From an optimization exercise on the open Yosys and OpenROAD flow, aimed at small area and few clock cycles per item; shortcuts taken in it are not production practice. Where RTL was checked, it was by simulation tests only, not by an equivalence proof against the original. Only the layout flow was run in runs 3 and 4; the RTL was not checked for function there. Power is estimated from default activity; no workload was simulated.

### flow/design.v
package ols_pkg;
   localparam int OLS_DEPTH     = 16;
   localparam int OLS_WORD_BITS = 32;
   localparam int OP_BITS     = 3;
   localparam int VALUE_BITS  = 32;
   localparam int POS_BITS    = 6;
   localparam int STATUS_BITS = 3;
   localparam int COUNT_BITS  = 5;
   localparam logic [VALUE_BITS-1:0] NEG_ONE = '1;
   typedef enum logic [OP_BITS-1:0] {
      OP_PUSH_BACK    = 3'd0,
      OP_POP_BACK     = 3'd1,
      OP_PUSH_FRONT   = 3'd2,
      OP_POP_FRONT    = 3'd3,
      OP_INSERT_AFTER = 3'd4,
      OP_READ_AT      = 3'd5,
      OP_FIND         = 3'd6
   } ols_op_type;
   typedef enum logic [STATUS_BITS-1:0] {
      ST_OK       = 3'd0,
      ST_INDEX    = 3'd1,
      ST_EMPTY    = 3'd2,
      ST_NOTFOUND = 3'd3,
      ST_FULL     = 3'd4
   } ols_status_type;
   typedef struct packed {
      logic load_new;
      logic take_prev;
      logic take_next;
   } ols_cell_ctl_type;
endpackage
import ols_pkg::*;
module ordered_list_store (
   input  logic                          clock,
   input  logic                          reset,
   input  logic                          req_valid,
   output logic                          req_ready,
   input  logic        [OP_BITS-1:0]     req_operation,
   input  logic signed [VALUE_BITS-1:0]  req_value,
   input  logic signed [POS_BITS-1:0]    req_position,
   output logic                          rsp_valid,
   input  logic                          rsp_ready,
   output logic signed [VALUE_BITS-1:0]  rsp_result_word,
   output logic        [STATUS_BITS-1:0] rsp_status,
   output logic        [COUNT_BITS-1:0]  rsp_count
);
   localparam int D = 16;
   logic [4:0]  count_ff;
   logic [3:0]  ord   [D];
   logic [31:0] slot  [D];
   logic        rsp_valid_ff;
   logic [2:0]  rsp_status_ff;
   logic [3:0]  rsp_sel_ff;
   logic        rsp_data_ff;
   logic        accept;
   assign req_ready = !rsp_valid_ff || rsp_ready;
   assign accept    = req_valid && req_ready;
   logic [2:0]  op;
   logic        is_ins, is_pop, is_popf, is_read, is_find;
   logic        full, empty;
   logic        pos_neg, pos_lt;      
   logic        ins_ok, pop_ok, read_ok;
   logic [4:0]  q;                    
   logic [3:0]  ridx;                 
   logic [3:0]  rslot;
   assign op      = req_operation;
   assign is_ins  = (op == 3'd0) || (op == 3'd2) || (op == 3'd4);
   assign is_pop  = (op == 3'd1) || (op == 3'd3);
   assign is_popf = (op == 3'd3);
   assign is_read = (op == 3'd5);
   assign is_find = (op == 3'd6);
   assign full    = count_ff[4];
   assign empty   = (count_ff == 5'd0);
   assign pos_neg = req_position[5];
   assign pos_lt  = pos_neg || ({1'b0, req_position[4:0]} < {1'b0, count_ff});
   always_comb begin
      ins_ok = 1'b0;
      q      = 5'd0;
      unique case (op)
         3'd0: begin q = count_ff; ins_ok = !full; end
         3'd2: begin q = 5'd0;     ins_ok = !full; end
         3'd4: begin
            q      = req_position[4:0] + 5'd1;
            ins_ok = !full && pos_lt && (!pos_neg || req_position == 6'h3f);
         end
         default: ;
      endcase
   end
   assign pop_ok  = is_pop && !empty;
   assign read_ok = is_read && !pos_neg && pos_lt;
   assign ridx    = (op == 3'd1) ? (count_ff[3:0] - 4'd1) :
                    (op == 3'd3) ? 4'd0 : req_position[3:0];
   assign rslot   = ord[ridx];
   logic [D-1:0] hit, hpos;
   logic [3:0]   fidx;
   logic         found;
   always_comb begin
      for (int s = 0; s < D; s++) hit[s] = (slot[s] == req_value);
      for (int p = 0; p < D; p++) hpos[p] = hit[ord[p]] && (5'(p) < count_ff);
      found = |hpos;
      fidx  = 4'd0;
      for (int p = D - 1; p >= 0; p--) if (hpos[p]) fidx = 4'(p);
   end
   logic [2:0] st;
   logic [3:0] sel;
   logic       isdata;
   always_comb begin
      st     = 3'd0;
      sel    = 4'd0;
      isdata = 1'b0;
      if (is_ins) begin
         if (op == 3'd4 && !(pos_lt && (!pos_neg || req_position == 6'h3f))) st = 3'd1;
         else if (full) st = 3'd4;
      end else if (is_pop) begin
         if (empty) st = 3'd2;
         else begin sel = rslot; isdata = 1'b1; end
      end else if (is_read) begin
         if (!read_ok) st = 3'd1;
         else begin sel = rslot; isdata = 1'b1; end
      end else if (is_find) begin
         if (!found) st = 3'd3;
         else sel = fidx;
      end
   end
   logic do_ins, do_popf;
   assign do_ins  = accept && ins_ok;
   assign do_popf = accept && pop_ok && is_popf;
   always_ff @(posedge clock) begin
      for (int i = 0; i < D; i++) begin
         if (reset) ord[i] <= 4'(i);
         else if (do_ins && 5'(i) >= q) ord[i] <= (5'(i) == q) ? ord[D-1] : ord[(i+D-1)%D];
         else if (do_popf) ord[i] <= ord[(i+1)%D];
      end
   end
   always_ff @(posedge clock) begin
      for (int s = 0; s < D; s++)
         if (do_ins && ord[D-1] == 4'(s)) slot[s] <= req_value;
   end
   always_ff @(posedge clock) begin
      if (reset) begin
         count_ff     <= '0;
         rsp_valid_ff <= 1'b0;
      end else begin
         if (accept) begin
            count_ff     <= count_ff + 5'(ins_ok) - 5'(pop_ok);
            rsp_valid_ff <= 1'b1;
         end else if (rsp_ready) begin
            rsp_valid_ff <= 1'b0;
         end
      end
   end
   always_ff @(posedge clock) begin
      if (accept) begin
         rsp_status_ff <= st;
         rsp_sel_ff    <= sel;
         rsp_data_ff   <= isdata;
      end
   end
   assign rsp_valid       = rsp_valid_ff;
   assign rsp_status      = rsp_status_ff;
   assign rsp_count       = count_ff;
   logic        rsp_err;
   logic [31:0] rsp_slot_word;
   assign rsp_err = |rsp_status_ff;
   always_comb begin
      rsp_slot_word = '0;
      for (int s = 0; s < D; s++)
         rsp_slot_word = rsp_slot_word | (slot[s] & {32{rsp_data_ff && rsp_sel_ff == 4'(s)}});
   end
   assign rsp_result_word = rsp_slot_word | {32{rsp_err}} | {28'b0, rsp_sel_ff & {4{!rsp_data_ff}}};
endmodule
### flow/constraint.sdc
create_clock -name core_clock -period 6.0 [get_ports {clock}]
set_input_delay 1.2000 -clock core_clock [delete_from_list [all_inputs] [get_ports {clock}]]
set_output_delay 1.2000 -clock core_clock [all_outputs]
set_load 0.01 [all_outputs]
### flow/config.mk
export PLATFORM = sky130hd
export DESIGN_NAME = ordered_list_store
export DESIGN_NICKNAME = ordered_list_store
export VERILOG_FILES = /design/flow/design.v
export SDC_FILE = /design/flow/constraint.sdc
export NUM_CORES = 4
export LEC_CHECK = 0
export CAP_MARGIN = 20
export CORE_MARGIN = 2
export CORE_UTILIZATION = 40
export GPL_TIMING_DRIVEN = 0
export SLEW_MARGIN = 20
### flow/flow/run.sh
#!/bin/bash
# Own layout flow: the standard flow (standard.sh) with three changes.
#  1. Synthesis is ORFS's own, run by standard.sh, with an area-oriented ABC
#     mapping script in place of the speed script (a copy of ORFS's scripts
#     folder with only abc_speed.script replaced); registers are unchanged.
#  2. Port buffers are buf_2 cells.
#  3. The clock tree uses clkbuf_16 only, larger sink clusters and no dummy
#     loads.
# Each tool's output goes to the ORFS logs under orfs/logs and to the
# flow_*.log files here.
set -euo pipefail
cd "$(dirname "$0")/.."
W=$PWD
rm -rf "$W/scripts_area"
cp -r "$FLOW_HOME/scripts" "$W/scripts_area"
cat > "$W/scripts_area/abc_speed.script" <<'ABC'
&get -n
&st
&dch -f
&nf -a -R 1000
&put
ABC
bash standard.sh SCRIPTS_DIR="$W/scripts_area" synth > flow_synth.log 2>&1
bash standard.sh \
  "CTS_ARGS=-sink_clustering_enable -repair_clock_nets -dont_use_dummy_load -buf_list sky130_fd_sc_hd__clkbuf_16 -sink_clustering_size 25 -sink_clustering_max_diameter 70" \
  "BUFFER_PORTS_ARGS=-buffer_cell sky130_fd_sc_hd__buf_2" \
  finish > flow_layout.log 2>&1
### flow/standard.sh
#!/bin/bash
# synth_recipe.tcl (not shown) runs the flow's synth.tcl, then flattens the netlist and writes it again
# the make line also repeats each setting of config.mk as NAME=value (left out here)
make -C /OpenROAD-flow-scripts/flow DESIGN_CONFIG=/design/flow/config.mk WORK_HOME=/design/flow/orfs CLKGATE_MAP_FILE= SYNTH_SCRIPT=/design/flow/synth_recipe.tcl "${@:-finish}"
==> run summary, run 1 <==
status=timing/DRC/antenna clean; Final Hold Viols=0; Antenna diodes=0; # clock sinks=590; ys async rst share=0%; CTS tree=yes; RSZ-0062 raised after global routing=no; Worst Tran Pin Value=1.13 ns; NetSw=0.00206 W; largest net degree at the start of global routing=71; syn_nets=2617; WS Path Type=in2reg; vias in the first global route=22700; post-route cell area=34800 sq um; Die Y=281 um; fmax=174 MHz; CTS max path bufs=3; total track usage=23.8%; Setup WS pre-CTS=-0.780 ns; critical-path maximum fanout=32; num rows=101; CP arrival=6.18 ns; normalized max-slew margin=24.1%; DRT Wirelength=96500 um; min-delay worst type=reg2reg; Power Dens Cells=232 nW/um^2; DR vias=23500; Skew-Pair Late Insertion Delay=0.60 ns; initial antenna violation count=1; Seq pwr share=57.4%; period utilisation layout=96.0%; Peak VDD IR=0.000168 V; Initial Utilization=40.5%; nets=2823; area of the mapped netlist=30700 sq um; share of cells above drive strength 1=9.84%; CP required=6.42 ns; r2r worst-path depth=20; Mapped Cells=2551; DR pass1 iterations=7; Logic pwr share=12.2%; leak pwr=10.8 nW; die area=79000 sq um; Clk pwr share=30.4%; H-tree depth=2; Max-cap violations=0; worst setup margin=0.238 ns; sequential share of the synthesized area=55.4%; Root Buffer=clkbuf_16; crit path to=rsp_sel_ff[0]; CORE AREA=75900 sq um; Final HPWL DP=68400 um; initial DRC count=3324; Sw Ratio=25.6%; Pint=0.00601 W; min Tclk post-route=5.76 ns; Setup crit end kind=flop; aggregate global routing overflow=0; # setup viols final=0; Num CTS Buffers=39; register-to-register setup slack=0.92 ns; Buffers on Ports=86; drt wl/cell=25.5 um; first-pass GRT wire length=143000 um; crit path launch=req_value[27]; CTS Hold Buffers Added=0; CP startpoint kind=input port; r2r endpoint=ord[10][3]; dpl cell area=33700 sq um; reg2reg start=count_ff[1]; vias per cell=6.21; number of enable flip-flop cells after synthesis=520; warnings from Yosys=3; flops & latches, synth=590; Worst-path clk slew=0.10 ns; # IOs=87; post-synthesis average cell area=12.0 sq um; area grow syn2layout=13.4%; Unique masters post-synth=54; drt drc=0; skew final=0.0957 ns; remaining antenna violation count=0; Primary FF master, synth=edfxtp_1; GPL Wtd Cong=0.969; Final Max Slew Viols=0; Die X=281 um
-- synth_stat cells (8+ instances only) --
cell type  instances  area (sq um)
a211o_1           26           228
a211oi_1          21           158
a21o_1             8          60.1
a21oi_1          151           756
a221oi_1          62           543
a222oi_1         116          1160
a22o_1             8          70.1
a22oi_1           68           510
a31oi_1            9          56.3
clkinv_1          15          56.3
dfxtp_1           70          1400
edfxtp_1         520         15600
ha_1              20           250
mux2_1            19           214
mux2i_1           51           510
nand2_1          196           736
nand2b_1           9          56.3
nand3_1           39           195
nand4_1          108           676
nor2_1           167           627
nor3_1            25           125
nor4_1            91           569
o211ai_1          45           338
o21ai_0           82           410
o311ai_0          13           114
or2_0             32           200
xnor2_1          225          1970
xor2_1           292          2560
-- cell families (layout without fill, tap and decap cells) --
logic type / after synthesis / after routing / synth area share (%)
compound gates: 639 / 639 / 15.2
xor+xnor: 517 / 517 / 14.7
fa+ha+maj: 21 / 21 / 0.880
buf+inv: 16 / 220 / 0.208
flops: 590 / 590 / 55.4
mux: 74 / 74 / 2.65
simple gates: 694 / 694 / 11.0
-- worst max-delay path, stage by stage --
cell and delay [ns]:
buf_2 0.57, xnor2_1 0.20, nand4_1 0.18, nor4_1 0.98, nand2_2 0.58, nor2_1 0.22
a21oi_1 0.06, mux4_2 0.49, nand2_1 0.10, nand3_1 0.16, o21ai_0 0.14, a21oi_1 0.09
o21ai_0 0.21, a21oi_1 0.10, o21ai_0 0.17, nand2_1 0.08, nand2_1 0.07, a21oi_1 0.07
nor3_1 0.24, a21oi_1 0.07, nand2_1 0.17
-- repair_timing --
item,4_1_cts,5_1_grt
gates resized for setup,1,16
buffers inserted,0,9
pin swaps,1,3
setup endpoints to repair,3,3
-- state kept, by name, summed over array words and instances, names as in the netlist --
name,cells
slot,512
ord,64
count_ff,5
rsp_sel_ff,4
rsp_status_ff,3
rsp_data_ff,1
rsp_valid_ff,1
-- metrics by stage --
step	util (%)	std cells	TNS, ns	hold slack [ns]	power, W
2_1_floorplan	-	2551	0	0.475	0.00522
3_3_place_gp	42.7	3667	-608.65	0.502	0.00565
3_5_place_dp	44.4	3735	-2.53	0.526	0.00570
4_1_cts	45.7	3774	0	0.545	0.00812
5_1_grt	45.9	3785	0	0.574	0.00835
6_report	45.9	3785	0	0.544	0.00808
-- per-layer routing --
layer	routed length [um]	vias to the layer above	track usage, %
met5	13	-	0
met4	3000	2	7.25
met3	7340	177	3.17
met2	45100	1055	38.8
met1	41000	11700	33.0
li1	-	10600	-
-- final cells by class --
cell class | count | area [sq um]
Buffer | 1 | 7.51
Inverter | 15 | 56.3
Tap cell | 1030 | 1290
Clock buffer | 39 | 976
Sequential cell | 590 | 17000
Fill cell | 6820 | 41100
Multi-Input combinational cell | 1945 | 14000
Timing Repair Buffer | 165 | 1510
-- power groups by stage --
stage,Sequential [W],Clock (W),Combinational [W]
floorplan,0.00467,0,0.000546
global placement,0.00472,0,0.000929
detailed placement,0.00472,0,0.000976
CTS,0.00463,0.00251,0.000981
global route,0.00464,0.00264,0.00107
finish,0.00464,0.00245,0.000988
-- cells in the final DEF (no fill, tap or decap), types with 20 or more instances in the layout --
cell / synthesis / layout
nor4_1: 91 / 83
a211oi_1: 21 / 21
clkbuf_16: 0 / 39
xnor2_1: 225 / 225
a222oi_1: 116 / 116
edfxtp_1: 520 / 520
a22oi_1: 68 / 68
or2_0: 32 / 32
mux2i_1: 51 / 51
ha_1: 20 / 20
nand4_1: 108 / 108
buf_4: 1 / 43
xor2_1: 292 / 292
o211ai_1: 45 / 45
nand2_1: 196 / 190
dfxtp_1: 70 / 66
nand3_1: 39 / 39
a21oi_1: 151 / 151
o21ai_0: 82 / 82
nor2_4: 0 / 25
a211o_1: 26 / 26
buf_2: 0 / 82
a221oi_1: 62 / 62
nor2_1: 167 / 136
-- how the worst min path moves through the flow --
stage | slack (ns) | startpoint | end | cells past startpoint
finish | 0.54 | rsp_valid_ff | rsp_valid_ff | 2
global route | 0.57 | rsp_valid_ff | rsp_valid_ff | 2
CTS | 0.55 | rsp_valid_ff | rsp_valid_ff | 2
detailed placement | 0.53 | rsp_valid_ff | rsp_valid_ff | 2
global placement | 0.50 | rsp_valid_ff | rsp_valid_ff | 2
floorplan | 0.48 | ord[1][3] | ord[0][3] | 2
Testbench counts, summed over its fixed seeds: cycles 16,008, items 16,000.
==> inputs of run 2 (changes only) <==
--- a/flow/flow/run.sh
+++ b/flow/flow/run.sh
@@ -22,6 +22,6 @@
 ABC
 bash standard.sh SCRIPTS_DIR="$W/scripts_area" synth > flow_synth.log 2>&1
 bash standard.sh \
-  "CTS_ARGS=-sink_clustering_enable -repair_clock_nets -dont_use_dummy_load -buf_list sky130_fd_sc_hd__clkbuf_16 -sink_clustering_size 25 -sink_clustering_max_diameter 70" \
+  "CTS_ARGS=-sink_clustering_enable -repair_clock_nets -dont_use_dummy_load -buf_list sky130_fd_sc_hd__clkbuf_16 -sink_clustering_size 30 -sink_clustering_max_diameter 60" \
   "BUFFER_PORTS_ARGS=-buffer_cell sky130_fd_sc_hd__buf_2" \
   finish > flow_layout.log 2>&1
==> run summary, run 2 <==
status=timing/DRC/antenna clean; CP required=6.30 ns; most numerous cell in the Yosys netlist=edfxtp_1; DR vias=23700; leading cell types in the layout, fill and taps excluded=520 x edfxtp_1, 292 x xor2_1, 225 x xnor2_1; Mapped Cells=2551; WS Path Type=in2reg; CP arrival=6.07 ns; area of the mapped netlist=30700 sq um; CP bufs+invs=2; most instantiated cells after synthesis=520 x edfxtp_1, 292 x xor2_1, 225 x xnor2_1, 196 x nand2_1, 167 x nor2_1; total track usage=23.8%; setup TNS=0 ns; r2r worst-path depth=19; Final Hold Viols=0; Initial Utilization=40.5%; Skew-Pair Late Insertion Delay=0.65 ns; number of enable flip-flop cells after synthesis=520; period utilisation layout=96.1%; Area contributors post-synth=edfxtp_1 51%, xor2_1 8.3%, xnor2_1 6.4%; Final Max Slew Viols=0; Cell Chain, Critical Path=buf_2, xnor2_1, nand4_1, nor4_1, nand2_1, clkinv_1, nand2_1, o211ai_1, a31oi_1, o21ai_0, nand2_1, a311oi_1, o21ai_0, a21oi_1, o21ai_0, nand2_1, nand2_1, a21oi_1, nor3_1, a21oi_1, nand2_1; # IOs=87; Die X=281 um; Final Util=46.3%; Max-cap violations=0; Yosys top cell by area=edfxtp_1; area grow syn2layout=14.3%; CORE AREA=75900 sq um; normalized max-slew margin=27.4%; vias per cell=6.24; remaining antenna violation count=0; dpl cell area=33700 sq um; top cell family by delay on the critical path=simple AND/OR/NAND/NOR gates; Buffers on Ports=86; min-delay worst type=reg2reg; CTS Hold Buffers Added=0; DR pass1 iterations=10; post-synthesis average cell area=12.0 sq um; commonest non-fill, non-tap cell in the layout=edfxtp_1; top flop regs=slot (512), ord (64), count_ff (5); Num CTS Buffers=51; share of cells above drive strength 1=10.2%; # setup viols final=0; ys async rst share=0%; num rows=101; Worst Tran Pin Value=1.08 ns; first-pass GRT wire length=143000 um; nets=2835; drt drc=0; r2r endpoint=ord[10][3]; Peak VDD IR=0.000239 V; critical-path maximum fanout=32; skew final=0.114 ns; Biggest register=slot; initial DRC count=3212; Setup crit end kind=flop; leak pwr=11.0 nW; fmax=173 MHz; worst hold path startpoint=rsp_valid_ff; Die Y=281 um; Power Dens Cells=241 nW/um^2; Slowest-stage cell, CP=nor4_1; Setup WS pre-CTS=-0.780 ns; worst setup margin=0.236 ns; Root Buffer=clkbuf_16; CP peak stage delay=0.95 ns; reg2reg start=count_ff[1]; # clock sinks=590; aggregate global routing overflow=0; drt wl/cell=25.5 um; Primary FF master, synth=edfxtp_1; end of the worst hold path=rsp_valid_ff; vias in the first global route=22800; register-to-register setup slack=0.95 ns; initial antenna violation count=0; H-tree depth=2; CTS max path bufs=3; max reg flops=512; Hold Crit Depth=2; sequential share of the synthesized area=55.4%; Antenna diodes=0; DRT Wirelength=96800 um; GPL Wtd Cong=0.969; Final HPWL DP=68400 um; syn_nets=2617; Unique masters post-synth=54; RSZ-0062 raised after global routing=no; min Tclk post-route=5.76 ns; CP startpoint kind=input port; largest net degree at the start of global routing=71; post-route cell area=35100 sq um; Yosys top cell area share=50.8%; die area=79000 sq um; warnings from Yosys=3; Tot Pwr=0.00848 W; flops & latches, synth=590; Worst-path clk slew=0.08 ns; CTS tree=yes; CP dominant cell by count=nand2_1
run 2: cell counts after synthesis:
Identical to the previous run, type by type.
run 2: worst max-delay path by stage:
stage	startpoint	endpoint	depth (start not counted)
final	req_value[8]	rsp_sel_ff[0]	21
after global routing	req_value[25]	rsp_sel_ff[0]	21
after CTS	req_value[24]	rsp_sel_ff[0]	19
after detailed placement	req_value[24]	rsp_sel_ff[0]	19
after global placement	req_position[1]	slot[0][11]	14
after floorplan	req_position[1]	slot[3][0]	13
run 2: cell families after synthesis:
group,Yosys count,synth area share (%)
xor gates and xnor gates,517,14.7
and+or+nand+nor,694,11.0
muxes,74,2.65
buffers and inverters,16,0.208
adders and majority gates,21,0.880
AOI/OAI and AO/OA,639,15.2
DFF,590,55.4
run 2: final cells by class:
class / count / area (sq um)
inverters: 15 / 56.3
multi-input cells: 1945 / 14000
fillers: 6780 / 40800
clock buffers: 51 / 1280
repair buffers: 165 / 1500
well taps: 1030 / 1290
flip-flops and latches: 590 / 17000
plain buffers: 1 / 7.51
run 2: tightest hold or removal path: stages (launching register included):
cell,delay (ns)
dfxtp_1,0.30
nand2b_1,0.11
a21oi_1,0.08
run 2: layer usage:
metal	wire length (um)	up-vias	share of wire, %	GRT usage, %
met3	7240	194	7.5	2.94
met1	41200	11800	43	33.1
li1	-	10600	-	-
met2	45100	1084	47	38.7
met5	0	-	0	0
met4	3210	0	3.3	7.68
run 2: report_power, final:
| part | switching, W | internal [W] | leakage (nW) |
|---|---|---|---|
| logic | 0.000632 | 0.000354 | 5.11 |
| clock network | 0.00137 | 0.00148 | 0.628 |
| registers | 0.000131 | 0.00451 | 5.25 |
run 2: stage by stage:
stage	instances	hold WS [ns]
6_report	3797	0.540
5_1_grt	3797	0.562
4_1_cts	3786	0.539
3_5_place_dp	3735	0.526
3_3_place_gp	3667	0.502
2_1_floorplan	2551	0.475
run 2: what timing repair did:
action                                  4_1_cts  5_1_grt
endpoints found under the setup margin        3        3
pin swaps                                     0        3
buffers inserted                              0        9
gates resized for setup                       1       14
==> inputs of run 3 (changes only) <==
--- a/flow/design.v
+++ b/flow/design.v
@@ -48,10 +48,11 @@
    logic [4:0]  count_ff;
    logic [3:0]  ord   [D];
    logic [31:0] slot  [D];
-   logic        rsp_valid_ff;
-   logic [2:0]  rsp_status_ff;
-   logic [3:0]  rsp_sel_ff;
-   logic        rsp_data_ff;
+   logic         rsp_valid_ff;
+   logic [2:0]   rsp_status_ff;
+   logic [D-1:0] rsp_vec_ff;
+   logic         rsp_data_ff;
+   logic         rsp_find_ff;
    logic        accept;
    assign req_ready = !rsp_valid_ff || rsp_ready;
    assign accept    = req_valid && req_ready;
@@ -91,35 +92,28 @@
    assign ridx    = (op == 3'd1) ? (count_ff[3:0] - 4'd1) :
                     (op == 3'd3) ? 4'd0 : req_position[3:0];
    assign rslot   = ord[ridx];
-   logic [D-1:0] hit, hpos;
-   logic [3:0]   fidx;
-   logic         found;
-   always_comb begin
+   logic [D-1:0] hit;
+   always_comb
       for (int s = 0; s < D; s++) hit[s] = (slot[s] == req_value);
-      for (int p = 0; p < D; p++) hpos[p] = hit[ord[p]] && (5'(p) < count_ff);
-      found = |hpos;
-      fidx  = 4'd0;
-      for (int p = D - 1; p >= 0; p--) if (hpos[p]) fidx = 4'(p);
-   end
-   logic [2:0] st;
-   logic [3:0] sel;
-   logic       isdata;
+   logic [2:0]   st;
+   logic [D-1:0] vec;
+   logic         isdata;
    always_comb begin
       st     = 3'd0;
-      sel    = 4'd0;
+      vec    = '0;
       isdata = 1'b0;
       if (is_ins) begin
          if (op == 3'd4 && !(pos_lt && (!pos_neg || req_position == 6'h3f))) st = 3'd1;
          else if (full) st = 3'd4;
       end else if (is_pop) begin
          if (empty) st = 3'd2;
-         else begin sel = rslot; isdata = 1'b1; end
+         else begin vec = D'(1) << rslot; isdata = 1'b1; end
       end else if (is_read) begin
          if (!read_ok) st = 3'd1;
-         else begin sel = rslot; isdata = 1'b1; end
+         else begin vec = D'(1) << rslot; isdata = 1'b1; end
       end else if (is_find) begin
-         if (!found) st = 3'd3;
-         else sel = fidx;
+         st  = 3'd3;                  
+         vec = hit;
       end
    end
    logic do_ins, do_popf;
@@ -152,20 +146,29 @@
    always_ff @(posedge clock) begin
       if (accept) begin
          rsp_status_ff <= st;
-         rsp_sel_ff    <= sel;
+         rsp_vec_ff    <= vec;
          rsp_data_ff   <= isdata;
+         rsp_find_ff   <= is_find;
       end
    end
+   logic [D-1:0] hpos;
+   logic [3:0]   fidx;
+   logic         found;
+   always_comb begin
+      for (int p = 0; p < D; p++)
+         hpos[p] = rsp_find_ff && rsp_vec_ff[ord[p]] && (5'(p) < count_ff);
+      found = |hpos;
+      fidx  = 4'd0;
+      for (int p = D - 1; p >= 0; p--) if (hpos[p]) fidx = 4'(p);
+   end
+   logic [31:0] slot_word;
+   always_comb begin
+      slot_word = '0;
+      for (int s = 0; s < D; s++)
+         slot_word = slot_word | (slot[s] & {32{rsp_data_ff && rsp_vec_ff[s]}});
+   end
    assign rsp_valid       = rsp_valid_ff;
-   assign rsp_status      = rsp_status_ff;
+   assign rsp_status      = rsp_status_ff & {3{!found}};
    assign rsp_count       = count_ff;
-   logic        rsp_err;
-   logic [31:0] rsp_slot_word;
-   assign rsp_err = |rsp_status_ff;
-   always_comb begin
-      rsp_slot_word = '0;
-      for (int s = 0; s < D; s++)
-         rsp_slot_word = rsp_slot_word | (slot[s] & {32{rsp_data_ff && rsp_sel_ff == 4'(s)}});
-   end
-   assign rsp_result_word = rsp_slot_word | {32{rsp_err}} | {28'b0, rsp_sel_ff & {4{!rsp_data_ff}}};
+   assign rsp_result_word = slot_word | {32{|rsp_status}} | {28'b0, fidx};
 endmodule
--- a/flow/flow/run.sh
+++ b/flow/flow/run.sh
@@ -16,12 +16,13 @@
 cat > "$W/scripts_area/abc_speed.script" <<'ABC'
 &get -n
 &st
+&deepsyn -T 60
 &dch -f
 &nf -a -R 1000
 &put
 ABC
 bash standard.sh SCRIPTS_DIR="$W/scripts_area" synth > flow_synth.log 2>&1
 bash standard.sh \
-  "CTS_ARGS=-sink_clustering_enable -repair_clock_nets -dont_use_dummy_load -buf_list sky130_fd_sc_hd__clkbuf_16 -sink_clustering_size 30 -sink_clustering_max_diameter 60" \
+  "CTS_ARGS=-sink_clustering_enable -repair_clock_nets -dont_use_dummy_load -buf_list sky130_fd_sc_hd__clkbuf_16 -sink_clustering_size 25 -sink_clustering_max_diameter 70" \
   "BUFFER_PORTS_ARGS=-buffer_cell sky130_fd_sc_hd__buf_2" \
   finish > flow_layout.log 2>&1
==> run summary, run 3 <==
reg2reg start=count_ff[2]; syn_nets=2729; end of the worst hold path=rsp_valid_ff; Final Hold Viols=0; skew final=0.0712 ns; commonest non-fill, non-tap cell in the layout=edfxtp_1; Final Util=46.5%; area of the mapped netlist=30700 sq um; flops & latches, synth=603; first-pass GRT wire length=267000 um; worst hold path startpoint=rsp_valid_ff; vias in the first global route=29100; CP arrival=4.88 ns; DR vias=32000; layout check faults=setup timing; Num CTS Buffers=45; RSZ-0062 raised after global routing=no; Peak VDD IR=0.000220 V; WS Path Type=reg2out; CTS tree=yes; num rows=101; initial antenna violation count=16; r2r endpoint=ord[0][3]; leading cell types in the layout, fill and taps excluded=533 x edfxtp_1, 194 x nand2_1, 194 x o22ai_1; normalized max-slew margin=12.2%; Primary FF master, synth=edfxtp_1; Mapped Cells=2664; min-delay worst type=reg2reg; drt wl/cell=51.3 um; # IOs=87; most numerous cell in the Yosys netlist=edfxtp_1; total track usage=50.7%; status=failed layout checks; aggregate global routing overflow=0; Final HPWL DP=141000 um; met3 routed WL=30800 um; Met1 Wirelength=65400 um; Tot Pwr=0.0111 W; most instantiated cells after synthesis=533 x edfxtp_1, 195 x nand2_1, 194 x o22ai_1, 192 x nor2_1, 190 x clkinv_1; remaining antenna violation count=0; max reg flops=512; Initial Utilization=40.4%; initial DRC count=7240; CORE AREA=75900 sq um; min Tclk post-route=6.08 ns; nets=2981; area grow syn2layout=15.1%; # clock sinks=603; critical-path maximum fanout=8; sequential share of the synthesized area=56.8%; top flop regs=slot (512), ord (64), rsp_vec_ff (16); share of cells above drive strength 1=11.9%; DR pass1 iterations=14; Worst Tran Pin Value=1.31 ns; Biggest register=slot; # setup viols final=1; CP startpoint kind=flop; CTS max path bufs=3; Buffers on Ports=86; register-to-register setup slack=0.46 ns; GPL Wtd Cong=1.10; Die X=281 um; top sig layer=met5; Setup crit end kind=primary output; post-synthesis average cell area=11.5 sq um; ys async rst share=0%; r2r worst-path depth=18; vias per cell=8.08; Unique masters post-synth=59; Root Buffer=clkbuf_16; period utilisation layout=101%; Max-cap violations=0; Final Max Slew Viols=0; Die Y=281 um; die area=78900 sq um; Yosys top cell area share=52.2%; Skew-Pair Late Insertion Delay=0.65 ns; wire length on met2=83300 um; CTS Hold Buffers Added=0; drt drc=0; CP required=4.80 ns; Worst-path clk slew=0.10 ns; Hold Crit Depth=2; Yosys top cell by area=edfxtp_1; worst setup margin=-0.0811 ns; Fillers=6998; number of enable flip-flop cells after synthesis=533; fmax=164 MHz; Area contributors post-synth=edfxtp_1 52%, a222oi_1 4.8%, dfxtp_1 4.6%; warnings from Yosys=3; DRT Wirelength=203000 um; largest net degree at the start of global routing=47; Power Dens Cells=314 nW/um^2; H-tree depth=2; leak pwr=11.1 nW
run 3: area by class of cell:
cell class              instances  area [sq um]  area share (%)
flip-flops and latches        603         17400            49.3
multi-input cells            1870         12800            36.2
repair buffers                205          1910            5.40
well taps                    1030          1290            3.65
clock buffers                  45          1130            3.19
inverters                     190           743            2.10
diodes                         11          27.5          0.0779
plain buffers                   1          7.51          0.0213
run 3: cell families (layout without fill, tap and decap cells):
| group | Yosys count | in the layout | synth area share [%] |
|---|---|---|---|
| DFF | 603 | 603 | 56.8 |
| other | 0 | 11 | 0 |
| xor gates and xnor gates | 113 | 113 | 3.23 |
| AOI/OAI and AO/OA | 944 | 944 | 23.7 |
| adders and majority gates | 20 | 20 | 0.840 |
| buffers and inverters | 191 | 441 | 2.35 |
| and+or+nand+nor | 781 | 781 | 12.3 |
| muxes | 12 | 12 | 0.800 |
run 3: how the worst max path moves through the flow:
stage | startpoint | endpoint | slack (ns)
after floorplan | req_position[1] | slot[12][0] | 0.37
after global placement | count_ff[4] | rsp_result_word[21] | -7.10
after detailed placement | count_ff[4] | rsp_result_word[23] | -0.84
after CTS | ord[0][0] | rsp_result_word[23] | 0.0004
after global routing | count_ff[4] | rsp_result_word[23] | 0.02
final | rsp_vec_ff[2] | rsp_result_word[23] | -0.08
run 3: layer usage:
metal  vias to the layer above  track usage, %
li1                      11700               -
met1                     15700            56.7
met2                      3548            73.1
met3                       949            22.2
met4                        12            44.7
met5                         -           0.813
run 3: where the power goes:
part           internal (W)  total (W)  switching, W  leakage [nW]
Sequential          0.00469    0.00505      0.000355          5.39
Clock               0.00132    0.00285       0.00152         0.555
Combinational      0.000952    0.00320       0.00225          5.14
Total               0.00697     0.0111       0.00413          11.1
run 3: worst max-delay path: stages (launching register included):
cell	delay (ns)
edfxtp_1	0.58
buf_4	0.27
mux4_2	0.47
mux4_2	0.52
nand2_1	0.15
nand4_1	0.32
nor3_4	0.49
and2_4	0.24
nor3_4	0.04
buf_4	0.15
buf_6	0.15
buf_4	0.19
buf_6	0.16
nand4_1	0.28
buf_2	0.21
run 3: stage by stage:
| step | setup TNS (ns) | worst slack, ns | cell area (sq um) | cells | hold WS [ns] |
|---|---|---|---|---|---|
| after floorplan | 0 | 0.366 | 30700 | 2664 | 0.479 |
| after global placement | -1779.24 | -7.10 | 32400 | 3780 | 0.507 |
| after detailed placement | -11.38 | -0.843 | 33500 | 3837 | 0.527 |
| after CTS | 0 | 0.000409 | 35100 | 3937 | 0.536 |
| after global routing | 0 | 0.0165 | 35300 | 3946 | 0.588 |
| final | -0.0811 | -0.0811 | 35300 | 3955 | 0.554 |
run 3: timing repair:
item,4_1_cts,5_1_grt
gates resized for setup,19,15
setup buffers,55,2
pin swaps,1,4
endpoints found under the setup margin,32,17
==> inputs of run 4 (changes only) <==
--- a/flow/flow/run.sh
+++ b/flow/flow/run.sh
@@ -16,7 +16,6 @@
 cat > "$W/scripts_area/abc_speed.script" <<'ABC'
 &get -n
 &st
-&deepsyn -T 60
 &dch -f
 &nf -a -R 1000
 &put
==> run summary, run 4 <==
Skew-Pair Late Insertion Delay=0.64 ns; remaining antenna violation count=0; crit path launch=rsp_vec_ff[2]; end of the worst hold path=rsp_valid_ff; Mapped Cells=2429; die area=80500 sq um; Tot Pwr=0.00884 W; worst hold path startpoint=rsp_valid_ff; Area contributors post-synth=edfxtp_1 51%, xor2_1 9.8%, mux4_2 5.6%; Buffers on Ports=86; register-to-register setup slack=0.46 ns; most instantiated cells after synthesis=533 x edfxtp_1, 352 x xor2_1, 154 x nand2_1, 136 x nor2_1, 102 x a222oi_1; H-tree depth=2; drt drc=0; Final Max Slew Viols=0; flops & latches, synth=603; RSZ-0062 raised after global routing=no; sequential share of the synthesized area=55.6%; syn_nets=2494; non-filler instance count after layout=3636; Initial Utilization=40.4%; min-delay worst type=reg2reg; CORE AREA=77500 sq um; drt wl/cell=28.2 um; DR pass1 iterations=10; Hold Crit Depth=2; placed cell count=3596; CP required=4.80 ns; skew final=0.118 ns; Peak VDD IR=0.000274 V; dpl cell area=33800 sq um; min Tclk post-route=5.80 ns; number of enable flip-flop cells after synthesis=533; Fillers=7068; period utilisation layout=96.7%; vias per cell=6.38; first-pass GRT wire length=150000 um; post-synthesis average cell area=12.9 sq um; worst setup margin=0.196 ns; ys async rst share=0%; nets=2663; GPL Wtd Cong=0.961; CP dominant cell by count=buf_4; DRT Wirelength=102000 um; Num CTS Buffers=38; max reg flops=512; most numerous cell in the Yosys netlist=edfxtp_1; Reg area=17400 sq um; num rows=102; share of cells above drive strength 1=11.2%; Die X=284 um; Setup WS pre-CTS=0.187 ns; Unique masters post-synth=59; Max-cap violations=0; total track usage=24.6%; WS Path Type=reg2out; Final Hold Viols=0; Cell Chain, Critical Path=mux4_2, mux4_2, or3b_1, nand2_1, nor3_1, nand2_1, nor2_1, and2_0, nor3_4, buf_4, buf_4, buf_4, nand4_1, buf_2; Final HPWL DP=72600 um; Primary FF master, synth=edfxtp_1; Worst Tran Pin Value=1.23 ns; Power Dens Cells=254 nW/um^2; leading cell types in the layout, fill and taps excluded=533 x edfxtp_1, 352 x xor2_1, 154 x nand2_1; initial DRC count=3080; area grow syn2layout=11.1%; Biggest register=slot; CTS max path bufs=3; CP arrival=4.60 ns; vias in the first global route=22500; leak pwr=11.1 nW; Yosys top cell by area=edfxtp_1; # setup viols final=0; CTS tree=yes; top flop regs=slot (512), ord (64), rsp_vec_ff (16); Root Buffer=clkbuf_16; initial antenna violation count=1; status=timing/DRC/antenna clean; Slowest-stage cell, CP=edfxtp_1; critical-path maximum fanout=17; # clock sinks=603; reg2reg start=count_ff[2]; warnings from Yosys=3; largest net degree at the start of global routing=71; Yosys top cell area share=51.1%; Antenna diodes=0; Worst-path clk slew=0.07 ns; r2r worst-path depth=15; post-route cell area=34800 sq um; CP startpoint kind=flop; # IOs=87; area of the mapped netlist=31300 sq um; normalized max-slew margin=17.8%; r2r endpoint=slot[1][30]; Die Y=284 um; fmax=172 MHz; commonest non-fill, non-tap cell in the layout=edfxtp_1; DR vias=23200; Setup crit end kind=primary output; aggregate global routing overflow=0; multi-input logic area=13800 sq um; CP peak stage delay=0.70 ns
run 4: cell types whose count changed after synthesis, moves of 41 or more:
cell	before	now
nor2_1	192	136
nand2_1	195	154
nor3_1	93	35
xnor2_1	27	81
xor2_1	86	352
a222oi_1	148	102
a221oi_1	119	61
nor4_1	51	97
mux2i_1	2	51
mux4_2	10	78
clkinv_1	190	72
o22ai_1	194	30
a21oi_1	53	97
run 4: kinds of logic after synthesis:
kind of cell	synth area share (%)
muxes	7.53
AOI/OAI and AO/OA	13.1
buffers and inverters	0.887
adders and majority gates	0.823
DFF	55.6
and+or+nand+nor	9.98
xor gates and xnor gates	12.1
run 4: worst max-delay path: cells and delay by family, from the launching register on:
kind	cells	cell delay [ns]
flip-flops	1	0.70
multiplexers	2	1.05
buffers and inverters	4	0.72
AND/OR/NAND/NOR	8	1.54
run 4: through the flow:
step / hold slack, ns / util, % / TNS (ns)
2_1_floorplan: 0.466 / - / 0
3_3_place_gp: 0.499 / 42.7 / -677.23
3_5_place_dp: 0.505 / 43.6 / 0
4_1_cts: 0.510 / 44.9 / 0
5_1_grt: 0.546 / 44.9 / 0
6_report: 0.507 / 44.9 / 0
run 4: area by class of cell:
cell class / instances / share of cell area [%]
buffer: 1 / 0.0216
clock buffer: 38 / 2.73
inverter: 72 / 0.777
multi-input combinational: 1753 / 39.6
sequential: 603 / 50.0
tap: 1040 / 3.74
timing repair buffer: 129 / 3.06
run 4: what timing repair did:
action / in CTS / in global routing
endpoints found under the setup margin: 4 / 8
hold endpoints to repair: 0 / 0
pin swaps: 0 / 0
resized for setup: 2 / 2
buffers inserted: 0 / 1
hold buffers: 0 / 0
run 4: per-layer routing:
metal	vias to the layer above	GRT usage [%]	part of all wire, %
met4	0	11.4	5.0
met3	219	3.49	8.0
met1	11600	31.8	39
met5	-	0	0
li1	10200	-	-
met2	1224	40.9	48
run 4: worst max path at each step:
| stage | endpoint | slack (ns) |
|---|---|---|
| after global routing | rsp_result_word[19] | 0.003 |
| after floorplan | slot[0][0] | 0.17 |
| final | rsp_result_word[19] | 0.20 |
| after global placement | rsp_result_word[1] | -4.73 |
| after detailed placement | slot[1][31] | 0.19 |
| after CTS | rsp_result_word[19] | 0.05 |
run 4: power by group:
group	switching, W	internal [W]	total (W)
Clock	0.00136	0.00113	0.00249
Sequential	0.000203	0.00464	0.00484
Combinational	0.000943	0.000567	0.00151
==> inputs of run 5 (changes only) <==
--- a/flow/design.v
+++ b/flow/design.v
@@ -51,8 +51,7 @@
    logic         rsp_valid_ff;
    logic [2:0]   rsp_status_ff;
    logic [D-1:0] rsp_vec_ff;
-   logic         rsp_data_ff;
-   logic         rsp_find_ff;
+   logic         rsp_find;        
    logic        accept;
    assign req_ready = !rsp_valid_ff || rsp_ready;
    assign accept    = req_valid && req_ready;
@@ -97,20 +96,18 @@
       for (int s = 0; s < D; s++) hit[s] = (slot[s] == req_value);
    logic [2:0]   st;
    logic [D-1:0] vec;
-   logic         isdata;
    always_comb begin
       st     = 3'd0;
       vec    = '0;
-      isdata = 1'b0;
       if (is_ins) begin
          if (op == 3'd4 && !(pos_lt && (!pos_neg || req_position == 6'h3f))) st = 3'd1;
          else if (full) st = 3'd4;
       end else if (is_pop) begin
          if (empty) st = 3'd2;
-         else begin vec = D'(1) << rslot; isdata = 1'b1; end
+         else begin vec = D'(1) << rslot; end
       end else if (is_read) begin
          if (!read_ok) st = 3'd1;
-         else begin vec = D'(1) << rslot; isdata = 1'b1; end
+         else begin vec = D'(1) << rslot; end
       end else if (is_find) begin
          st  = 3'd3;                  
          vec = hit;
@@ -147,16 +144,15 @@
       if (accept) begin
          rsp_status_ff <= st;
          rsp_vec_ff    <= vec;
-         rsp_data_ff   <= isdata;
-         rsp_find_ff   <= is_find;
       end
    end
+   assign rsp_find = (rsp_status_ff == 3'd3);
    logic [D-1:0] hpos;
    logic [3:0]   fidx;
    logic         found;
    always_comb begin
       for (int p = 0; p < D; p++)
-         hpos[p] = rsp_find_ff && rsp_vec_ff[ord[p]] && (5'(p) < count_ff);
+         hpos[p] = rsp_find && rsp_vec_ff[ord[p]] && (5'(p) < count_ff);
       found = |hpos;
       fidx  = 4'd0;
       for (int p = D - 1; p >= 0; p--) if (hpos[p]) fidx = 4'(p);
@@ -165,7 +161,7 @@
    always_comb begin
       slot_word = '0;
       for (int s = 0; s < D; s++)
-         slot_word = slot_word | (slot[s] & {32{rsp_data_ff && rsp_vec_ff[s]}});
+         slot_word = slot_word | (slot[s] & {32{!rsp_find && rsp_vec_ff[s]}});
    end
    assign rsp_valid       = rsp_valid_ff;
    assign rsp_status      = rsp_status_ff & {3{!found}};
--- a/flow/config.mk
+++ b/flow/config.mk
@@ -7,6 +7,7 @@
 export LEC_CHECK = 0
 export CAP_MARGIN = 20
 export CORE_MARGIN = 2
-export CORE_UTILIZATION = 40
+export CORE_UTILIZATION = 50
 export GPL_TIMING_DRIVEN = 0
+export PLACE_DENSITY = 0.65
 export SLEW_MARGIN = 20
==> run summary, run 5 <==
status=timing/DRC/antenna clean; post-synthesis average cell area=12.8 sq um; Root Buffer=clkbuf_16; # Post-CTS Setup Buffers=0; Final HPWL DP=66000 um; min-delay worst type=reg2reg; area of the mapped netlist=31200 sq um; register-to-register setup slack=0.67 ns; Reg area=17400 sq um; Seq pwr share=55.2%; aggregate global routing overflow=0; worst setup margin=0.144 ns; Die Y=254 um; first-pass GRT wire length=139000 um; leak pwr=10.5 nW; NetSw=0.00233 W; area grow syn2layout=11.8%; r2r worst-path depth=16; CP startpoint kind=flop; most numerous cell in the Yosys netlist=edfxtp_1; remaining antenna violation count=0; placed cell count=3406; Num CTS Buffers=41; min Tclk post-route=5.86 ns; Setup WS pre-CTS=0.0529 ns; CORE AREA=61700 sq um; total track usage=28.8%; leading cell types in the layout, fill and taps excluded=531 x edfxtp_1, 482 x xnor2_1, 199 x nand2_1; Setup crit end kind=primary output; initial DRC count=3292; CP required=4.80 ns; Initial Utilization=50.6%; reg2reg start=count_ff[2]; # clock sinks=601; Fillers=5004; largest net degree at the start of global routing=71; warnings from Yosys=3; Skew-Pair Late Insertion Delay=0.63 ns; Mapped Cells=2428; CTS Hold Buffers Added=0; Max-cap violations=0; ys async rst share=0%; Antenna diodes=0; worst hold margin=0.523 ns; sequential share of the synthesized area=55.6%; share of cells above drive strength 1=11.6%; Post-CTS Resized=1; WS Path Type=reg2out; Final Hold Viols=0; Final Max Slew Viols=0; H-tree depth=2; Worst-path clk slew=0.09 ns; most instantiated cells after synthesis=531 x edfxtp_1, 482 x xnor2_1, 199 x nand2_1, 151 x nand4_1, 150 x nor2_1; end of the worst hold path=rsp_valid_ff; GPL Wtd Cong=1.07; drt drc=0; non-filler instance count after layout=3447; vias per cell=6.63; DR vias=22900; nets=2677; Buffers on Ports=86; vias in the first global route=21900; r2r endpoint=ord[0][0]; top flop regs=slot (512), ord (64), rsp_vec_ff (16); syn_nets=2493; DRT Wirelength=93500 um; skew final=0.0845 ns; multi-input logic area=13900 sq um; Pint=0.00637 W; normalized max-slew margin=22.7%; Biggest register=slot; DR pass1 iterations=7; fmax=171 MHz; Logic pwr share=15.3%; Die X=254 um; worst hold path startpoint=rsp_valid_ff; commonest non-fill, non-tap cell in the layout=edfxtp_1; drt wl/cell=27.1 um; RSZ-0062 raised after global routing=no; Clk pwr share=29.5%; num rows=91; CTS tree=yes; die area=64400 sq um; period utilisation layout=97.6%; Power Dens Cells=250 nW/um^2; number of enable flip-flop cells after synthesis=531; Yosys top cell by area=edfxtp_1; Yosys top cell area share=51.1%; CTS max path bufs=3; CP arrival=4.66 ns; Primary FF master, synth=edfxtp_1; max reg flops=512; flops & latches, synth=601; # setup viols final=0; Worst Tran Pin Value=1.16 ns; Unique masters post-synth=49; Peak VDD IR=0.000173 V; critical-path maximum fanout=17; initial antenna violation count=3; Area contributors post-synth=edfxtp_1 51%, xnor2_1 14%, mux4_2 5.6%; Hold Crit Depth=2; # IOs=87; Sw Ratio=26.8%
-- run 5: cell count changes in the layout (fill, tap and decap cells not counted), sizes merged, moves of 11 or more --
| cell | before | now |
|---|---|---|
| xor2 | 352 | 35 |
| nand3 | 56 | 84 |
| a221oi | 61 | 40 |
| nand4 | 82 | 151 |
| nor4 | 97 | 41 |
| clkinv | 72 | 23 |
| mux2i | 51 | 36 |
| o2bb2ai | 11 | 0 |
| nor3 | 35 | 21 |
| o22ai | 30 | 1 |
| buf | 129 | 143 |
| xnor2 | 81 | 482 |
| nor2 | 136 | 150 |
| nand2 | 154 | 199 |
-- run 5: worst max-delay path: stages (launching register included) --
cell and delay, ns:
edfxtp_1 0.76, mux4_2 0.59, mux4_2 0.47, nand2b_1 0.08, a21oi_1 0.05, or2_0 0.25
or3_1 0.36, nor2_1 0.17, and3_1 0.26, nor3_2 0.07, buf_4 0.20, buf_4 0.19
and3_1 0.21, o211ai_1 0.18, buf_2 0.20
-- run 5: cell type report --
cell class              count  area share (%)
plain buffers               2          0.0323
clock buffers              41            2.94
inverters                  23           0.248
multi-input cells        1802            39.9
flip-flops and latches    601            49.8
well taps                 837            3.00
repair buffers            141            4.09
-- run 5: stage by stage --
stage          setup TNS (ns)  utilization (%)  power [W]  area (sq um)
4_1_cts                     0             56.5    0.00872         34900
5_1_grt                     0             56.5    0.00897         34900
2_1_floorplan               0                -    0.00559         31200
3_3_place_gp          -824.79             53.0    0.00609         32700
6_report                    0             56.5    0.00871         34900
3_5_place_dp                0             54.8    0.00620         33800
-- run 5: power by group through the flow --
| stage | logic (W) | clock network, W | registers, W |
|---|---|---|---|
| finish | 0.00133 | 0.00257 | 0.00481 |
| global route | 0.00143 | 0.00274 | 0.00481 |
| CTS | 0.00131 | 0.00261 | 0.00480 |
| detailed placement | 0.00131 | 0 | 0.00489 |
| global placement | 0.00120 | 0 | 0.00489 |
| floorplan | 0.000780 | 0 | 0.00481 |
-- run 5: kinds of logic (layout without fill, tap and decap cells) --
kind of cell / count (synthesis) / count (layout) / synth area share (%)
buffers and inverters: 25 / 207 / 0.313
multiplexers: 121 / 121 / 7.00
AO/OA/AOI/OAI: 435 / 435 / 10.7
XOR/XNOR: 517 / 517 / 14.5
flip-flops: 601 / 601 / 55.6
AND/OR/NAND/NOR: 709 / 709 / 11.1
adder cells (fa/ha/maj): 20 / 20 / 0.826
-- run 5: worst max path at each step --
stage / from / to / cells past startpoint
detailed placement: req_position[2] / ord[0][2] / 16
finish: rsp_vec_ff[15] / rsp_result_word[0] / 14
global route: rsp_status_ff[2] / rsp_result_word[0] / 15
global placement: ord[15][2] / rsp_result_word[17] / 10
CTS: ord[15][1] / rsp_result_word[0] / 14
floorplan: req_position[4] / slot[3][0] / 10
-- run 5: layer usage --
| metal | global-route usage (%) | routed length, um |
|---|---|---|
| met1 | 40.2 | 38500 |
| met2 | 43.8 | 41600 |
| met3 | 4.73 | 8240 |
| met4 | 14.7 | 5140 |
| met5 | 0 | 27 |
Testbench counts of run 5, summed over its fixed seeds: cycles 16,008, items 16,000.
==> inputs of run 6 (changes only) <==
==> flow/config.mk (replaced) <==
export PLATFORM = sky130hd
export DESIGN_NAME = ordered_list_store
export DESIGN_NICKNAME = ordered_list_store
export VERILOG_FILES = /design/flow/design.v
export SDC_FILE = /design/flow/constraint.sdc
export NUM_CORES = 4
export LEC_CHECK = 0
export CAP_MARGIN = 10
export CORE_MARGIN = 2
export CORE_UTILIZATION = 40
export GPL_TIMING_DRIVEN = 0
export SLEW_MARGIN = 10
==> run summary, run 6 <==
Mapped Cells=2428; post-synthesis average cell area=12.8 sq um; min Tclk post-route=5.70 ns; aggregate global routing overflow=0; H-tree depth=2; drt wl/cell=25.9 um; Max-cap violations=0; sequential share of the synthesized area=55.6%; Num CTS Buffers=40; Die Y=283 um; skew final=0.102 ns; area grow syn2layout=11.7%; end of the worst hold path=rsp_valid_ff; status=timing/DRC/antenna clean; die area=80200 sq um; CTS max path bufs=3; Die X=283 um; initial antenna violation count=0; flops & latches, synth=601; fmax=176 MHz; Tot Pwr=0.00863 W; NetSw=0.00232 W; Top Usage Layer GRT=met2; GR met2 Demand/Resource=36.0%; RSZ-0062 raised after global routing=no; remaining antenna violation count=0; area of the mapped netlist=31200 sq um; Area contributors post-synth=edfxtp_1 51%, xnor2_1 14%, mux4_2 5.6%; CP required=4.80 ns; Fillers=7080; # IOs=87; DR pass1 iterations=9; Unique masters post-synth=49; register-to-register setup slack=0.71 ns; Buffers on Ports=86; warnings from Yosys=3; Final Hold Viols=0; commonest non-fill, non-tap cell in the layout=edfxtp_1; DR vias=22600; CTS Hold Buffers Added=0; worst hold path startpoint=rsp_valid_ff; worst hold margin=0.531 ns; normalized max-slew margin=24.6%; nets=2669; crit path launch=rsp_vec_ff[6]; Worst Tran Pin Value=1.13 ns; first-pass GRT wire length=141000 um; Logic pwr share=15.2%; r2r worst-path depth=16; # setup viols final=0; largest net degree at the start of global routing=71; CORE AREA=77300 sq um; total track usage=22.9%; CP startpoint kind=flop; ys async rst share=0%; number of enable flip-flop cells after synthesis=531; Root Buffer=clkbuf_16; Clk pwr share=29.3%; Primary FF master, synth=edfxtp_1; Peak VDD IR=0.000191 V; min-delay worst type=reg2reg; WS Path Type=reg2out; Skew-Pair Late Insertion Delay=0.62 ns; GPL Wtd Cong=0.949; syn_nets=2493; Sw Ratio=26.8%; Yosys top cell area share=51.1%; Biggest register=slot; initial DRC count=2883; # clock sinks=601; r2r endpoint=ord[0][2]; placed cell count=3591; period utilisation layout=95.0%; Yosys top cell by area=edfxtp_1; Pint=0.00632 W; reg2reg start=count_ff[2]; Antenna diodes=0; most numerous cell in the Yosys netlist=edfxtp_1; Setup crit end kind=primary output; Hold Crit Depth=2; CP arrival=4.50 ns; leading cell types in the layout, fill and taps excluded=531 x edfxtp_1, 482 x xnor2_1, 199 x nand2_1; Seq pwr share=55.5%; top flop regs=slot (512), ord (64), rsp_vec_ff (16); worst setup margin=0.302 ns; non-filler instance count after layout=3642; Power Dens Cells=248 nW/um^2; CTS tree=yes; Initial Utilization=40.3%; most instantiated cells after synthesis=531 x edfxtp_1, 482 x xnor2_1, 199 x nand2_1, 151 x nand4_1, 150 x nor2_1; Final HPWL DP=65400 um; vias in the first global route=21900; num rows=102; setup TNS=0 ns; Setup WS pre-CTS=-0.00112 ns; drt drc=0; met3 usage=3.43%; vias per cell=6.20; met1 usage=31.9%; leak pwr=10.3 nW; DRT Wirelength=94400 um; critical-path maximum fanout=17; share of cells above drive strength 1=11.4%; max reg flops=512; Worst-path clk slew=0.09 ns; Final Max Slew Viols=0
-- run 6: cell counts after synthesis --
No cell type changed its count.
-- run 6: cells by family (layout without fill, tap and decap cells) --
kind of cell,after synthesis,count (layout),share of synthesized area [%]
flip-flops,601,601,55.6
AND/OR/NAND/NOR,709,709,11.1
AO/OA/AOI/OAI,435,435,10.7
adder cells (fa/ha/maj),20,20,0.826
XOR/XNOR,517,517,14.5
buffers and inverters,25,199,0.313
multiplexers,121,121,7.00
-- run 6: worst max-delay path, cell delays in order, from the launching register on --
cell and delay [ns]:
edfxtp_1 0.97, mux4_2 0.40, mux2i_1 0.06, o21ai_0 0.52, and3_1 0.30, or3_1 0.15, nor2_1 0.07, and3_1 0.20
nor3_4 0.48, buf_6 0.27, buf_6 0.17, nand3_1 0.15, buf_2 0.19
-- run 6: area by class of cell --
cell class,instances,area [sq um],share of cell area (%)
Buffer,2,11.3,0.0323
Clock buffer,40,1000,2.87
Inverter,23,87.6,0.251
Multi-Input combinational cell,1802,13900,40.0
Sequential cell,601,17400,49.8
Tap cell,1040,1300,3.74
Timing Repair Buffer,134,1150,3.30
-- run 6: how the worst max path moves through the flow --
stage	end	slack, ns	cells past startpoint
finish	rsp_result_word[21]	0.30	12
global route	rsp_result_word[21]	0.08	14
CTS	rsp_result_word[18]	0.11	11
detailed placement	ord[0][2]	-0.001	16
global placement	rsp_result_word[17]	-4.78	10
floorplan	slot[3][0]	0.24	10
-- run 6: timing repair --
item | in CTS | in global routing
setup buffers | 0 | 10
pin swaps | 0 | 0
endpoints found under the setup margin | 27 | 21
gates resized for setup | 5 | 5
-- run 6: through the flow --
stage               instance area, sq um  utilization (%)
finish                             34800             45.0
global route                       34800             45.0
CTS                                34700             44.9
detailed placement                 33700             43.6
global placement                   32900             42.6
floorplan                          31200                -
-- run 6: power by group through the flow --
stage,clock network (W),logic [W],registers [W]
floorplan,0,0.000780,0.00481
global placement,0,0.00122,0.00488
detailed placement,0,0.00127,0.00488
CTS,0.00260,0.00128,0.00479
global route,0.00273,0.00141,0.00480
finish,0.00253,0.00131,0.00479
-- run 6: metal layers --
metal  routed length [um]  part of all wire, %
met4                 3980                  4.2
met2                43000                   46
met1                40200                   43
met3                 7190                  7.6
met5                    0                    0
==> inputs of run 7 (changes only) <==
--- a/flow/flow/run.sh
+++ b/flow/flow/run.sh
@@ -4,7 +4,8 @@
 #     mapping script in place of the speed script (a copy of ORFS's scripts
 #     folder with only abc_speed.script replaced); registers are unchanged.
 #  2. Port buffers are buf_2 cells.
-#  3. The clock tree uses clkbuf_16 only, larger sink clusters and no dummy
+#  3. Repair buffers stop at buf_6 (buf_8 and up are not used).
+#  4. The clock tree uses clkbuf_16 only, larger sink clusters and no dummy
 #     loads.
 # Each tool's output goes to the ORFS logs under orfs/logs and to the
 # flow_*.log files here.
@@ -21,6 +22,7 @@
 &put
 ABC
 bash standard.sh SCRIPTS_DIR="$W/scripts_area" synth > flow_synth.log 2>&1
+DONT_USE_CELLS="sky130_fd_sc_hd__buf_8 sky130_fd_sc_hd__buf_12 sky130_fd_sc_hd__buf_16 sky130_fd_sc_hd__bufbuf_8 sky130_fd_sc_hd__bufbuf_16" \
 bash standard.sh \
   "CTS_ARGS=-sink_clustering_enable -repair_clock_nets -dont_use_dummy_load -buf_list sky130_fd_sc_hd__clkbuf_16 -sink_clustering_size 25 -sink_clustering_max_diameter 70" \
   "BUFFER_PORTS_ARGS=-buffer_cell sky130_fd_sc_hd__buf_2" \
==> run summary, run 7 <==
largest family of logic cells by synthesized area=XOR/XNOR gates; status=timing/DRC/antenna clean; CTS max path bufs=3; top sig layer=met4; aggregate global routing overflow=0; Tot Pwr=0.00863 W; CTS tree=yes; vias in the first global route=21900; NetSw=0.00232 W; first-pass GRT wire length=141000 um; flops & latches, synth=601; most instantiated cells after synthesis=531 x edfxtp_1, 482 x xnor2_1, 199 x nand2_1, 151 x nand4_1, 150 x nor2_1; Primary FF master, synth=edfxtp_1; wire length on met2=43000 um; simple logic cell fraction of the synthesized area=11.1%; # IOs=87; met3 routed WL=7190 um; min-delay worst type=reg2reg; GPL Wtd Cong=0.949; Die Y=283 um; Max-cap violations=0; area grow syn2layout=11.7%; min Tclk post-route=5.70 ns; num rows=102; mux contribution to synthesized area=7.00%; period utilisation layout=95.0%; leading cell types in the layout, fill and taps excluded=531 x edfxtp_1, 482 x xnor2_1, 199 x nand2_1; Setup WS pre-CTS=-0.00112 ns; compound-cell area share of the yosys netlist=10.7%; # clock sinks=601; Biggest register=slot; Setup crit end kind=primary output; CORE AREA=77300 sq um; r2r endpoint=ord[0][2]; Num CTS Buffers=40; syn_nets=2493; initial antenna violation count=0; critical-path maximum fanout=17; Synth Area in Adders=0.826%; Pint=0.00632 W; Unique masters post-synth=49; most numerous cell in the Yosys netlist=edfxtp_1; Clk pwr share=29.3%; RSZ-0062 raised after global routing=no; share of cells above drive strength 1=11.4%; Antenna diodes=0; die area=80200 sq um; WS Path Type=reg2out; drt wl/cell=25.9 um; Area contributors post-synth=edfxtp_1 51%, xnor2_1 14%, mux4_2 5.6%; nets=2669; Yosys top cell by area=edfxtp_1; DR vias=22600; Seq pwr share=55.5%; Worst-path clk slew=0.09 ns; Final HPWL DP=65400 um; Final Hold Viols=0; remaining antenna violation count=0; drt drc=0; leak pwr=10.3 nW; Initial Utilization=40.3%; Sw Ratio=26.8%; normalized max-slew margin=24.6%; Final Max Slew Viols=0; skew final=0.102 ns; Logic pwr share=15.2%; post-synthesis average cell area=12.8 sq um; max reg flops=512; end of the worst hold path=rsp_valid_ff; Met1 Wirelength=40200 um; worst hold path startpoint=rsp_valid_ff; CP startpoint kind=flop; xor/xnor share of the synthesized area=14.5%; Die X=283 um; area of the mapped netlist=31200 sq um; total track usage=22.9%; H-tree depth=2; Worst Tran Pin Value=1.13 ns; DR pass1 iterations=9; Hold Crit Depth=2; sequential share of the synthesized area=55.6%; fmax=176 MHz; DRT Wirelength=94400 um; Skew-Pair Late Insertion Delay=0.62 ns; Mapped Cells=2428; number of enable flip-flop cells after synthesis=531; CP required=4.80 ns; Power Dens Cells=248 nW/um^2; # setup viols final=0; vias per cell=6.20; Root Buffer=clkbuf_16; register-to-register setup slack=0.71 ns; Buffers on Ports=86; warnings from Yosys=3; reg2reg start=count_ff[2]; top flop regs=slot (512), ord (64), rsp_vec_ff (16); Yosys top cell area share=51.1%; commonest non-fill, non-tap cell in the layout=edfxtp_1; Peak VDD IR=0.000191 V; r2r worst-path depth=16; largest net degree at the start of global routing=71; worst setup margin=0.302 ns; CP arrival=4.50 ns; initial DRC count=2883; ys async rst share=0%
run 7: cell counts after synthesis:
No cell type changed its count.
run 7: kinds of logic after synthesis:
family	after synthesis
AND/OR/NAND/NOR	709
flip-flops	601
AO/OA/AOI/OAI	435
multiplexers	121
XOR/XNOR	517
adder cells (fa/ha/maj)	20
buffers and inverters	25
run 7: critical path, cell delays in order, from the launching register on:
cell and delay, ns:
edfxtp_1 0.97, mux4_2 0.40, mux2i_1 0.06, o21ai_0 0.52, and3_1 0.30, or3_1 0.15
nor2_1 0.07, and3_1 0.20, nor3_4 0.48, buf_6 0.27, buf_6 0.17, nand3_1 0.15
buf_2 0.19
run 7: worst max-delay path by stage:
stage | from | cells past startpoint | slack [ns] | endpoint
floorplan | req_position[4] | 10 | 0.24 | slot[3][0]
global placement | ord[15][2] | 10 | -4.78 | rsp_result_word[17]
detailed placement | req_position[3] | 16 | -0.001 | ord[0][2]
CTS | rsp_status_ff[2] | 11 | 0.11 | rsp_result_word[18]
global route | rsp_status_ff[2] | 14 | 0.08 | rsp_result_word[21]
finish | rsp_vec_ff[6] | 12 | 0.30 | rsp_result_word[21]
run 7: repair_timing:
action,CTS,global route
gates cloned,0,0
endpoints found under the setup margin,27,21
pin swaps,0,0
hold buffers,0,0
gates resized for setup,5,5
setup buffers,0,10
run 7: final cells by class:
type                       count  area (sq um)
sequential                   601         17400
buffer                         2          11.3
timing repair buffer         134          1150
fill                        7080         42500
multi-input combinational   1802         13900
inverter                      23          87.6
clock buffer                  40          1000
tap                         1040          1300
run 7: power by group through the flow:
stage / Sequential [W] / Clock (W) / Combinational [W]
floorplan: 0.00481 / 0 / 0.000780
global placement: 0.00488 / 0 / 0.00122
detailed placement: 0.00488 / 0 / 0.00127
CTS: 0.00479 / 0.00260 / 0.00128
global route: 0.00480 / 0.00273 / 0.00141
finish: 0.00479 / 0.00253 / 0.00131
run 7: through the flow:
| stage | area, sq um | instances | utilization [%] | hold WS, ns | TNS (ns) |
|---|---|---|---|---|---|
| final | 34800 | 3642 | 45.0 | 0.531 | 0 |
| after global routing | 34800 | 3642 | 45.0 | 0.564 | 0 |
| after CTS | 34700 | 3631 | 44.9 | 0.535 | 0 |
| after detailed placement | 33700 | 3591 | 43.6 | 0.527 | -0.00112 |
| after global placement | 32900 | 3554 | 42.6 | 0.507 | -903.85 |
| after floorplan | 31200 | 2428 | - | 0.477 | 0 |
run 7: layer usage:
| layer | global-route usage, % | up-vias |
|---|---|---|
| met5 | 0 | - |
| met4 | 8.89 | 0 |
| met2 | 36.0 | 1079 |
| met3 | 3.43 | 192 |
| li1 | - | 9997 |
| met1 | 31.9 | 11300 |

re-timing with driven ports:
No port has a modelled driver above. Below, the same layouts with a new extraction and two added sets of constraints. Step 1, drivers: a clkbuf_16 drives clock and a buf_2 each remaining input, both assumed. Step 2 also shifts input and output timing later by t, the mid clock arrival at the registers, as if the neighbouring blocks saw the same clock. Slacks: no drivers / after step 1 / after step 2; pairs: no drivers / after step 1.
run	shift t [ns]	setup WS [ns]	worst setup path after step 2	cell pins on the clock port's net
run 1	0.626	0.238 / 0.280 / -0.346	input to register	1
run 2	0.653	0.236 / 0.278 / -0.375	input to register	1
run 3	0.674	-0.081 / -0.149 / -0.505	input to register	1
run 4	0.637	0.196 / 0.134 / 0.055	input to register	1
run 5	0.650	0.144 / 0.077 / 0.319	input to register	1
run 6	0.631	0.302 / 0.237 / 0.229	input to register	1
run 7	0.631	0.302 / 0.237 / 0.229	input to register	1
Met with ideal ports but missed after step 2: setup timing in run 1 and run 2. For run 2, which loses most, drivers alone change the setup slack by +0.042 ns; drivers and shift together by -0.611 ns.
